What follows belongs to an exercise in optimizing a design on an open flow for small area and a short achievable clock period; a production flow would make more cautious choices. At most, simulation tests tie the RTL to the original design; equivalence was not proved. No activity file was given, so power comes from the tool's default toggle rates.

// rgb565_pixel_alu_top
module rgb565_pixel_alu_top (
	input  logic        clk,
	input  logic        arst_n,
	input  logic        in_valid,
	output logic        in_ready,
	input  logic [2:0]  in_op,
	input  logic [15:0] in_color_a,
	input  logic [15:0] in_color_b,
	input  logic [8:0]  in_weight,
	input  logic [15:0] in_scale_num,
	input  logic [15:0] in_scale_den,
	input  logic [2:0]  in_red_depth,
	input  logic [2:0]  in_green_depth,
	input  logic [2:0]  in_blue_depth,
	output logic        out_valid,
	input  logic        out_ready,
	output logic [15:0] out_color
);
Size: about 110 I/O pins, about 47000 µm² of cells after synthesis.
clock: 6.3 ns
lec_check: 0
cap_margin: 20
core_margin: 2
core_utilization: 40
setup_slack_margin: 3.3
slew_margin: 20
run.sh (not shown) runs the stock make flow with config.mk's settings and CLKGATE_MAP_FILE= SYNTH_SCRIPT=/design/flow/synth_recipe.tcl, a recipe that flattens the netlist after the stock synthesis.
Change:
--- a/flow/design.v
+++ b/flow/design.v
@@ -56,26 +56,25 @@
 		if (div) begin
 			mul_x = {1'b0, chan_a};
 		end else if (lerp) begin
 			mul_x = {1'b0, chan_b} - {1'b0, chan_a};
 		end else begin
 			mul_x = '0;
 		end
 	end
-	assign base = other;
+	assign base = div ? '0 : other;
 endmodule
 module rpa_lane #(
 	parameter int unsigned Width = 5
 ) (
 	input  logic             clk,
 	input  logic [Width:0]   mul_x,
 	input  logic [Width-1:0] base,
 	input  logic [15:0]      mul_y,
-	input  logic             div_d,
 	input  logic [111:0]     den_k,
 	input  logic [6:0]       div_k,
 	output logic [Width-1:0] chan_out
 );
 	localparam int unsigned N  = Width + 16;
 	localparam int unsigned NR = Width + 2;
 	localparam logic [Width-1:0] ChanMax = '1;
 	function automatic int rows_at(int level);
@@ -101,17 +100,17 @@
 	endfunction
 	localparam int unsigned NL = levels(NR);
 	logic [(NL+1)*NR*N-1:0] lv;
 	logic [N-1:0]           s_r, c_r;
 	for (genvar i = 0; i < Width; i++) begin : g_pp
 		assign lv[i*N +: N] = mul_x[i] ? (N'(mul_y) << i) : '0;
 	end
 	assign lv[Width*N +: N]     = mul_x[Width] ? ~(N'(mul_y) << Width) : '0;
-	assign lv[(Width+1)*N +: N] = (N'(div_d ? '0 : base) << 8) | N'(mul_x[Width]);
+	assign lv[(Width+1)*N +: N] = (N'(base) << 8) | N'(mul_x[Width]);
 	for (genvar l = 0; l < NL; l++) begin : g_lvl
 		localparam int C = rows_at(l);
 		localparam int G = C / 3;
 		for (genvar g = 0; g < G; g++) begin : g_csa
 			logic [N-1:0] x, y, z;
 			assign x = lv[(l*NR + 3*g)*N +: N];
 			assign y = lv[(l*NR + 3*g + 1)*N +: N];
 			assign z = lv[(l*NR + 3*g + 2)*N +: N];
@@ -135,23 +134,18 @@
 		localparam int K = j;
 		logic [15:0]      t;
 		logic [Width-1:0] lq;
 		logic [17:0]      diff;
 		logic             hit;
 		logic [N-1:0]     nxt;
 		assign t    = st[j-1][N-1:Width];
 		assign lq   = st[j-1][Width-1:0];
-		rpa_sub #(.NB(17)) u_sub (
-			.a        ({t, lq[Width-1]}),
-			.b        ({1'b0, den_k[16*K +: 16]}),
-			.diff     (diff[16:0]),
-			.no_borrow(hit)
-		);
-		assign diff[17] = 1'b0;
+		assign diff = {1'b0, t, lq[Width-1]} - {2'b0, den_k[16*K +: 16]};
+		assign hit  = !diff[17];
 		assign nxt  = {hit ? diff[15:0] : {t[14:0], lq[Width-1]}, lq[Width-2:0], hit};
 		logic ovf_in;
 		if (j == 1) begin : g_ovf
 			assign ovf_in = (t >= den_k[16*K +: 16]);
 		end else begin : g_novf
 			assign ovf_in = ovf[j-1];
 		end
 		if (j < Width) begin : g_reg
@@ -175,55 +169,16 @@
 					chan_out <= res;
 				end
 			end else begin : g_out
 				assign chan_out = res;
 			end
 		end
 	end
 endmodule
-module rpa_sub #(
-	parameter int unsigned NB = 17
-) (
-	input  logic [NB-1:0] a,
-	input  logic [NB-1:0] b,
-	output logic [NB-1:0] diff,
-	output logic          no_borrow
-);
-	function automatic int levels(int n);
-		int l;
-		l = 0;
-		for (int i = 0; i < 8; i++) begin
-			if ((1 << l) < n) begin
-				l = l + 1;
-			end
-		end
-		levels = l;
-	endfunction
-	localparam int unsigned NP = NB + 1;
-	localparam int unsigned L  = levels(NP);
-	logic [NP-1:0] g [0:L];
-	logic [NP-1:0] p [0:L];
-	assign g[0] = {a & ~b, 1'b1};
-	assign p[0] = {a ^ ~b, 1'b0};
-	for (genvar l = 0; l < L; l++) begin : g_lvl
-		for (genvar i = 0; i < NP; i++) begin : g_bit
-			if (((i >> l) & 1) == 1) begin : g_join
-				localparam int J = ((i >> l) << l) - 1;
-				assign g[l+1][i] = g[l][i] | (p[l][i] & g[l][J]);
-				assign p[l+1][i] = p[l][i] & p[l][J];
-			end else begin : g_keep
-				assign g[l+1][i] = g[l][i];
-				assign p[l+1][i] = p[l][i];
-			end
-		end
-	end
-	assign diff      = p[0][NB:1] ^ g[L][NB-1:0];
-	assign no_borrow = g[L][NB];
-endmodule
 `timescale 1ns / 1ps
 import rpa_pkg::*;
 module rpa_merge #(
 	parameter int unsigned Depth = 8
 ) (
 	input  logic        clk,
 	input  logic        arst_n,
 	input  logic        valid,
@@ -371,23 +326,23 @@
 		bg_d  <= bg_c;
 		bb_d  <= bb_c;
 		div_a <= div_d;
 		den_a <= div_d ? den_d : 16'hFFFF;
 		div_k <= {div_k[5:1], div_a, 1'b0};
 		den_k <= {den_k[95:16], den_a, 16'd0};
 	end
 	rpa_lane #(.Width(5)) u_lane_r (
-		.clk(clk), .mul_x(xr_d), .base(br_d), .mul_y(y_d), .div_d(div_d),
+		.clk(clk), .mul_x(xr_d), .base(br_d), .mul_y(y_d),
 		.den_k(den_k), .div_k(div_k), .chan_out(red));
 	rpa_lane #(.Width(6)) u_lane_g (
-		.clk(clk), .mul_x(xg_d), .base(bg_d), .mul_y(y_d), .div_d(div_d),
+		.clk(clk), .mul_x(xg_d), .base(bg_d), .mul_y(y_d),
 		.den_k(den_k), .div_k(div_k), .chan_out(green));
 	rpa_lane #(.Width(5)) u_lane_b (
-		.clk(clk), .mul_x(xb_d), .base(bb_d), .mul_y(y_d), .div_d(div_d),
+		.clk(clk), .mul_x(xb_d), .base(bb_d), .mul_y(y_d),
 		.den_k(den_k), .div_k(div_k), .chan_out(blue));
 	rpa_merge #(.Depth(8)) u_merge (
 		.clk      (clk),
 		.arst_n   (arst_n),
 		.valid    (valid_k[6]),
 		.color    ({red, green, blue}),
 		.out_ready(out_ready),
 		.out_valid(out_valid),
What happened: The new run completed without violations; hold slack is better by 0.010 ns; global-route usage decreases by 0.62 points; total power hardly moves; core utilization shrinks by 1.2 points; sequential share of layout area decreases by 0.13 points; first-iteration DRC count went up by 5.8%.
The RTL of the first run of this note was laid out without a check of its function.

---

== run A ==
The RTL this note starts from:
==> flow/design.v <==
`timescale 1ns / 1ps
package rpa_pkg;
	localparam logic [2:0] OP_LERP  = 3'd0;
	localparam logic [2:0] OP_SCALE = 3'd1;
	localparam logic [2:0] OP_ADD   = 3'd2;
	localparam logic [2:0] OP_SUB   = 3'd3;
	localparam logic [2:0] OP_HALF  = 3'd4;
	localparam logic [2:0] OP_QUANT = 3'd5;
endpackage
`timescale 1ns / 1ps
import rpa_pkg::*;
module rpa_lane_dec #(
	parameter int unsigned Width = 5
) (
	input  logic [2:0]         op,
	input  logic               div,
	input  logic               lerp,
	input  logic [Width-1:0]   chan_a,
	input  logic [Width-1:0]   chan_b,
	input  logic               wide_w,
	input  logic [2:0]         depth,
	output logic [Width:0]     mul_x,
	output logic [Width-1:0]   base
);
	localparam logic [Width-1:0] ChanMax = '1;
	logic [Width-1:0] quant;
	logic [Width:0]   sum;
	logic [Width-1:0] half;
	logic [Width-1:0] other;
	logic [Width-1:0] quant_d [0:7];
	for (genvar d = 0; d < 8; d++) begin : g_quant
		localparam int Nd = (d == 0) ? 1 : (d > Width) ? Width : d;
		always_comb begin
			quant_d[d] = '0;
			for (int kk = 0; kk < (1 << Nd); kk++) begin
				if ((chan_a >> (Width - Nd)) == Width'(kk)) begin
					quant_d[d] = Width'((kk * (2 ** Width - 1)) / ((1 << Nd) - 1));
				end
			end
		end
	end
	assign quant = quant_d[depth];
	assign sum  = {1'b0, chan_a} + {1'b0, chan_b};
	assign half = Width'(chan_a[Width-1:1]) + Width'(chan_b[Width-1:1]);
	always_comb begin
		case (op)
			OP_LERP:  other = wide_w ? chan_b : chan_a;
			OP_ADD:   other = sum[Width] ? ChanMax : sum[Width-1:0];
			OP_SUB:   other = (chan_a > chan_b) ? (chan_a - chan_b) : '0;
			OP_HALF:  other = half;
			OP_QUANT: other = quant;
			default:  other = chan_a;
		endcase
	end
	always_comb begin
		if (div) begin
			mul_x = {1'b0, chan_a};
		end else if (lerp) begin
			mul_x = {1'b0, chan_b} - {1'b0, chan_a};
		end else begin
			mul_x = '0;
		end
	end
	assign base = div ? '0 : other;
endmodule
module rpa_lane #(
	parameter int unsigned Width = 5
) (
	input  logic             clk,
	input  logic [Width:0]   mul_x,
	input  logic [Width-1:0] base,
	input  logic [15:0]      mul_y,
	input  logic [15:0]      den_b,
	input  logic [111:0]     den_k,
	input  logic [6:0]       div_k,
	output logic [Width-1:0] chan_out
);
	localparam int unsigned N  = Width + 16;
	localparam int unsigned NR = Width + 2;
	localparam logic [Width-1:0] ChanMax = '1;
	function automatic int rows_at(int level);
		int c;
		c = NR;
		for (int i = 0; i < level; i++) begin
			c = 2 * (c / 3) + c % 3;
		end
		rows_at = c;
	endfunction
	function automatic int levels(int rows);
		int l;
		int c;
		l = 0;
		c = rows;
		for (int i = 0; i < 8; i++) begin
			if (c > 2) begin
				c = 2 * (c / 3) + c % 3;
				l = l + 1;
			end
		end
		levels = l;
	endfunction
	localparam int unsigned NL = levels(NR);
	logic [(NL+1)*NR*N-1:0] lv;
	logic [N-1:0]           s_r, c_r;
	for (genvar i = 0; i < Width; i++) begin : g_pp
		assign lv[i*N +: N] = mul_x[i] ? (N'(mul_y) << i) : '0;
	end
	assign lv[Width*N +: N]     = mul_x[Width] ? ~(N'(mul_y) << Width) : '0;
	assign lv[(Width+1)*N +: N] = (N'(base) << 8) | N'(mul_x[Width]);
	for (genvar l = 0; l < NL; l++) begin : g_lvl
		localparam int C = rows_at(l);
		localparam int G = C / 3;
		for (genvar g = 0; g < G; g++) begin : g_csa
			logic [N-1:0] x, y, z;
			assign x = lv[(l*NR + 3*g)*N +: N];
			assign y = lv[(l*NR + 3*g + 1)*N +: N];
			assign z = lv[(l*NR + 3*g + 2)*N +: N];
			assign lv[((l+1)*NR + 2*g)*N +: N]     = x ^ y ^ z;
			assign lv[((l+1)*NR + 2*g + 1)*N +: N] = ((x & y) | (x & z) | (y & z)) << 1;
		end
		for (genvar r = 3 * G; r < C; r++) begin : g_pass
			assign lv[((l+1)*NR + 2*G + r - 3*G)*N +: N] = lv[(l*NR + r)*N +: N];
		end
	end
	always_ff @(posedge clk) begin
		s_r <= lv[(NL*NR)*N +: N];
		c_r <= lv[(NL*NR + 1)*N +: N];
	end
	logic [N:0] z_ovf;
	logic [N-1:0] st [0:Width];
	logic         ovf [0:Width];
	assign z_ovf = {1'b0, s_r} + {1'b0, c_r} - {1'b0, N'(den_b) << Width};
	always_ff @(posedge clk) begin
		st[0]  <= s_r + c_r;
		ovf[0] <= !z_ovf[N];
	end
	for (genvar j = 1; j <= Width; j++) begin : g_step
		localparam int K = j;
		logic [15:0]      t;
		logic [Width-1:0] lq;
		logic [17:0]      diff;
		logic             hit;
		logic [N-1:0]     nxt;
		assign t    = st[j-1][N-1:Width];
		assign lq   = st[j-1][Width-1:0];
		assign diff = {1'b0, t, lq[Width-1]} - {2'b0, den_k[16*K +: 16]};
		assign hit  = !diff[17];
		assign nxt  = {hit ? diff[15:0] : {t[14:0], lq[Width-1]}, lq[Width-2:0], hit};
		if (j < Width) begin : g_reg
			always_ff @(posedge clk) begin
				st[j]  <= nxt;
				ovf[j] <= ovf[j-1];
			end
		end else begin : g_last
			logic [Width-1:0] res;
			always_comb begin
				if (!div_k[K]) begin
					res = nxt[2*Width+7:Width+8];
				end else if (ovf[j-1]) begin
					res = ChanMax;
				end else begin
					res = nxt[Width-1:0];
				end
			end
			if (K < 6) begin : g_hold
				always_ff @(posedge clk) begin
					chan_out <= res;
				end
			end else begin : g_out
				assign chan_out = res;
			end
		end
	end
endmodule
`timescale 1ns / 1ps
import rpa_pkg::*;
module rpa_merge #(
	parameter int unsigned Depth = 8
) (
	input  logic        clk,
	input  logic        arst_n,
	input  logic        valid,
	input  logic [15:0] color,
	input  logic        out_ready,
	output logic        out_valid,
	output logic [15:0] color_out,
	output logic        accept_ok
);
	localparam int unsigned AW = $clog2(Depth);
	logic [15:0]   mem [0:Depth-1];
	logic [AW-1:0] wr_ptr;
	logic [AW-1:0] rd_ptr;
	logic [AW:0]   count;
	logic          out_free;
	logic          fifo_empty;
	logic          pop;
	logic          push;
	assign accept_ok  = !out_valid || out_ready;
	assign out_free   = accept_ok;
	assign fifo_empty = (count == '0);
	assign pop        = out_free && !fifo_empty;
	assign push       = valid && !(out_free && fifo_empty);
	always_ff @(posedge clk or negedge arst_n) begin
		if (!arst_n) begin
			wr_ptr    <= '0;
			rd_ptr    <= '0;
			count     <= '0;
			out_valid <= 1'b0;
		end else begin
			if (push) begin
				wr_ptr <= wr_ptr + 1'b1;
			end
			if (pop) begin
				rd_ptr <= rd_ptr + 1'b1;
			end
			count <= count + (AW+1)'(push) - (AW+1)'(pop);
			if (out_free) begin
				out_valid <= valid || !fifo_empty;
			end
		end
	end
	always_ff @(posedge clk) begin
		if (out_free) begin
			color_out <= fifo_empty ? color : mem[rd_ptr];
		end
	end
	for (genvar i = 0; i < Depth; i++) begin : g_mem
		always_ff @(posedge clk) begin
			if (push && wr_ptr == AW'(i)) begin
				mem[i] <= color;
			end
		end
	end
endmodule
`timescale 1ns / 1ps
import rpa_pkg::*;
module rgb565_pixel_alu_top (
	input  logic        clk,
	input  logic        arst_n,
	input  logic        in_valid,
	output logic        in_ready,
	input  logic [2:0]  in_op,
	input  logic [15:0] in_color_a,
	input  logic [15:0] in_color_b,
	input  logic [8:0]  in_weight,
	input  logic [15:0] in_scale_num,
	input  logic [15:0] in_scale_den,
	input  logic [2:0]  in_red_depth,
	input  logic [2:0]  in_green_depth,
	input  logic [2:0]  in_blue_depth,
	output logic        out_valid,
	input  logic        out_ready,
	output logic [15:0] out_color
);
	logic        accept_ok;
	logic        div_c;
	logic        lerp_c;
	logic [15:0] y_c;
	logic [5:0]  xr_c, xb_c;
	logic [6:0]  xg_c;
	logic [4:0]  br_c, bb_c;
	logic [5:0]  bg_c;
	logic        valid_d;
	logic        div_d;
	logic [15:0] y_d;
	logic [15:0] den_d;
	logic [5:0]  xr_d, xb_d;
	logic [6:0]  xg_d;
	logic [4:0]  br_d, bb_d;
	logic [5:0]  bg_d;
	logic        valid_a;
	logic        div_a;
	logic [15:0] den_a;
	logic [6:0]   valid_k;
	logic [6:0]   div_k;
	logic [111:0] den_k;
	logic [4:0]  red, blue;
	logic [5:0]  green;
	assign in_ready = accept_ok;
	assign div_c  = (in_op == OP_SCALE) && (in_scale_den != 16'd0);
	assign lerp_c = (in_op == OP_LERP) && !in_weight[8];
	assign y_c    = (in_op == OP_SCALE) ? in_scale_num : {8'd0, in_weight[7:0]};
	rpa_lane_dec #(.Width(5)) u_dec_r (
		.op(in_op), .div(div_c), .lerp(lerp_c),
		.chan_a(in_color_a[15:11]), .chan_b(in_color_b[15:11]),
		.wide_w(in_weight[8]), .depth(in_red_depth), .mul_x(xr_c), .base(br_c));
	rpa_lane_dec #(.Width(6)) u_dec_g (
		.op(in_op), .div(div_c), .lerp(lerp_c),
		.chan_a(in_color_a[10:5]), .chan_b(in_color_b[10:5]),
		.wide_w(in_weight[8]), .depth(in_green_depth), .mul_x(xg_c), .base(bg_c));
	rpa_lane_dec #(.Width(5)) u_dec_b (
		.op(in_op), .div(div_c), .lerp(lerp_c),
		.chan_a(in_color_a[4:0]), .chan_b(in_color_b[4:0]),
		.wide_w(in_weight[8]), .depth(in_blue_depth), .mul_x(xb_c), .base(bb_c));
	always_ff @(posedge clk or negedge arst_n) begin
		if (!arst_n) begin
			valid_d <= 1'b0;
			valid_a <= 1'b0;
			valid_k <= '0;
		end else begin
			valid_d <= in_valid && accept_ok;
			valid_a <= valid_d;
			valid_k <= {valid_k[5:1], valid_a, 1'b0};
		end
	end
	always_ff @(posedge clk) begin
		div_d <= div_c;
		y_d   <= y_c;
		den_d <= in_scale_den;
		xr_d  <= xr_c;
		xg_d  <= xg_c;
		xb_d  <= xb_c;
		br_d  <= br_c;
		bg_d  <= bg_c;
		bb_d  <= bb_c;
		div_a <= div_d;
		den_a <= div_d ? den_d : 16'hFFFF;
		div_k <= {div_k[5:1], div_a, 1'b0};
		den_k <= {den_k[95:16], den_a, 16'd0};
	end
	rpa_lane #(.Width(5)) u_lane_r (
		.clk(clk), .mul_x(xr_d), .base(br_d), .mul_y(y_d),
		.den_b(den_a), .den_k(den_k), .div_k(div_k), .chan_out(red));
	rpa_lane #(.Width(6)) u_lane_g (
		.clk(clk), .mul_x(xg_d), .base(bg_d), .mul_y(y_d),
		.den_b(den_a), .den_k(den_k), .div_k(div_k), .chan_out(green));
	rpa_lane #(.Width(5)) u_lane_b (
		.clk(clk), .mul_x(xb_d), .base(bb_d), .mul_y(y_d),
		.den_b(den_a), .den_k(den_k), .div_k(div_k), .chan_out(blue));
	rpa_merge #(.Depth(8)) u_merge (
		.clk      (clk),
		.arst_n   (arst_n),
		.valid    (valid_k[6]),
		.color    ({red, green, blue}),
		.out_ready(out_ready),
		.out_valid(out_valid),
		.color_out(out_color),
		.accept_ok(accept_ok)
	);
endmodule
Settings: LEC_CHECK=0, CAP_MARGIN=20, CORE_MARGIN=2, CORE_UTILIZATION=40, SETUP_SLACK_MARGIN=3.3, SLEW_MARGIN=20; clock period 6.3 ns.
Relative to run A, the following input files were edited for run B:
--- a/flow/design.v
+++ b/flow/design.v
@@ -61,7 +61,7 @@
 			mul_x = '0;
 		end
 	end
-	assign base = div ? '0 : other;
+	assign base = other;
 endmodule
 module rpa_lane #(
 	parameter int unsigned Width = 5
@@ -70,7 +70,7 @@
 	input  logic [Width:0]   mul_x,
 	input  logic [Width-1:0] base,
 	input  logic [15:0]      mul_y,
-	input  logic [15:0]      den_b,
+	input  logic             div_d,
 	input  logic [111:0]     den_k,
 	input  logic [6:0]       div_k,
 	output logic [Width-1:0] chan_out
@@ -106,7 +106,7 @@
 		assign lv[i*N +: N] = mul_x[i] ? (N'(mul_y) << i) : '0;
 	end
 	assign lv[Width*N +: N]     = mul_x[Width] ? ~(N'(mul_y) << Width) : '0;
-	assign lv[(Width+1)*N +: N] = (N'(base) << 8) | N'(mul_x[Width]);
+	assign lv[(Width+1)*N +: N] = (N'(div_d ? '0 : base) << 8) | N'(mul_x[Width]);
 	for (genvar l = 0; l < NL; l++) begin : g_lvl
 		localparam int C = rows_at(l);
 		localparam int G = C / 3;
@@ -126,13 +126,10 @@
 		s_r <= lv[(NL*NR)*N +: N];
 		c_r <= lv[(NL*NR + 1)*N +: N];
 	end
-	logic [N:0] z_ovf;
 	logic [N-1:0] st [0:Width];
-	logic         ovf [0:Width];
-	assign z_ovf = {1'b0, s_r} + {1'b0, c_r} - {1'b0, N'(den_b) << Width};
+	logic         ovf [1:Width];
 	always_ff @(posedge clk) begin
-		st[0]  <= s_r + c_r;
-		ovf[0] <= !z_ovf[N];
+		st[0] <= s_r + c_r;
 	end
 	for (genvar j = 1; j <= Width; j++) begin : g_step
 		localparam int K = j;
@@ -146,17 +143,23 @@
 		assign diff = {1'b0, t, lq[Width-1]} - {2'b0, den_k[16*K +: 16]};
 		assign hit  = !diff[17];
 		assign nxt  = {hit ? diff[15:0] : {t[14:0], lq[Width-1]}, lq[Width-2:0], hit};
+		logic ovf_in;
+		if (j == 1) begin : g_ovf
+			assign ovf_in = (t >= den_k[16*K +: 16]);
+		end else begin : g_novf
+			assign ovf_in = ovf[j-1];
+		end
 		if (j < Width) begin : g_reg
 			always_ff @(posedge clk) begin
 				st[j]  <= nxt;
-				ovf[j] <= ovf[j-1];
+				ovf[j] <= ovf_in;
 			end
 		end else begin : g_last
 			logic [Width-1:0] res;
 			always_comb begin
 				if (!div_k[K]) begin
 					res = nxt[2*Width+7:Width+8];
-				end else if (ovf[j-1]) begin
+				end else if (ovf_in) begin
 					res = ChanMax;
 				end else begin
 					res = nxt[Width-1:0];
@@ -186,7 +189,17 @@
 	output logic [15:0] color_out,
 	output logic        accept_ok
 );
-	localparam int unsigned AW = $clog2(Depth);
+	function automatic int addr_bits(int n);
+		int b;
+		b = 1;
+		for (int i = 1; i < 16; i++) begin
+			if ((1 << i) < n) begin
+				b = i + 1;
+			end
+		end
+		addr_bits = b;
+	endfunction
+	localparam int unsigned AW = addr_bits(Depth);
 	logic [15:0]   mem [0:Depth-1];
 	logic [AW-1:0] wr_ptr;
 	logic [AW-1:0] rd_ptr;
@@ -319,14 +332,14 @@
 		den_k <= {den_k[95:16], den_a, 16'd0};
 	end
 	rpa_lane #(.Width(5)) u_lane_r (
-		.clk(clk), .mul_x(xr_d), .base(br_d), .mul_y(y_d),
-		.den_b(den_a), .den_k(den_k), .div_k(div_k), .chan_out(red));
+		.clk(clk), .mul_x(xr_d), .base(br_d), .mul_y(y_d), .div_d(div_d),
+		.den_k(den_k), .div_k(div_k), .chan_out(red));
 	rpa_lane #(.Width(6)) u_lane_g (
-		.clk(clk), .mul_x(xg_d), .base(bg_d), .mul_y(y_d),
-		.den_b(den_a), .den_k(den_k), .div_k(div_k), .chan_out(green));
+		.clk(clk), .mul_x(xg_d), .base(bg_d), .mul_y(y_d), .div_d(div_d),
+		.den_k(den_k), .div_k(div_k), .chan_out(green));
 	rpa_lane #(.Width(5)) u_lane_b (
-		.clk(clk), .mul_x(xb_d), .base(bb_d), .mul_y(y_d),
-		.den_b(den_a), .den_k(den_k), .div_k(div_k), .chan_out(blue));
+		.clk(clk), .mul_x(xb_d), .base(bb_d), .mul_y(y_d), .div_d(div_d),
+		.den_k(den_k), .div_k(div_k), .chan_out(blue));
 	rpa_merge #(.Depth(8)) u_merge (
 		.clk      (clk),
 		.arst_n   (arst_n),
==> comparison <==
- In run B, the number of vias after detailed routing came out 787 below the value in run A.
- Diff run B and run A: pin count of the biggest net entering global routing lower in run B
- Cmp run B vs run A: synthesized area lower in run B
- From run A to run B the numbers moved as follows: count of standard-cell rows lower; post-detailed-placement half-perimeter wirelength has decreased.
- Relative to run A, power per cell area has increased by 2.2% in run B.
- Looking at fraction of met3 tracks used by global routing across run B and run A, the one that comes out higher is run A.
- Endpoint arrival time on the critical path, run B and run A: smaller value in run A
- Looking at beginning of the critical path, the u_lane_g.st[5][6] result is from run B; the out_ready one comes from run A.
- For run B, the end point of the critical path was u_merge.color_out[9], unlike run A, where it was in_ready.
- Run B has overall routed net length below what run A had.
Function was not checked in any run of this note: the RTL went through the layout flow alone.

separate check: timing with driven ports:
Ports are ideal in the flow. The routed layouts listed here were re-timed in OpenROAD.
Step 1: set_driving_cell puts a clkbuf_16 on clk and a buf_2 on each other input, an assumption about the parent block.
Step 2, shift: input delay + t, output delay - t, t = (earliest + latest rising clock arrival at the registers) / 2. This alone moves slack from input paths to output paths.
Three values: ideal ports, drivers, drivers and shift; two values: the first two.
run	t (ns)	setup slack, ns	worst setup path after step 2
the first run of note 1	0.752	3.333 / 3.333 / 2.670	input to register
the second run of note 1	0.742	3.304 / 3.303 / 2.602	input to register
run A	0.754	3.197 / 3.181 / 2.660	input to register
run B	0.731	3.348 / 3.348 / 2.665	input to register
After both steps setup and hold are still met in every run listed. For the second run of note 1, which loses most, drivers alone change the setup slack by -0.001 ns; drivers and shift together by -0.702 ns.
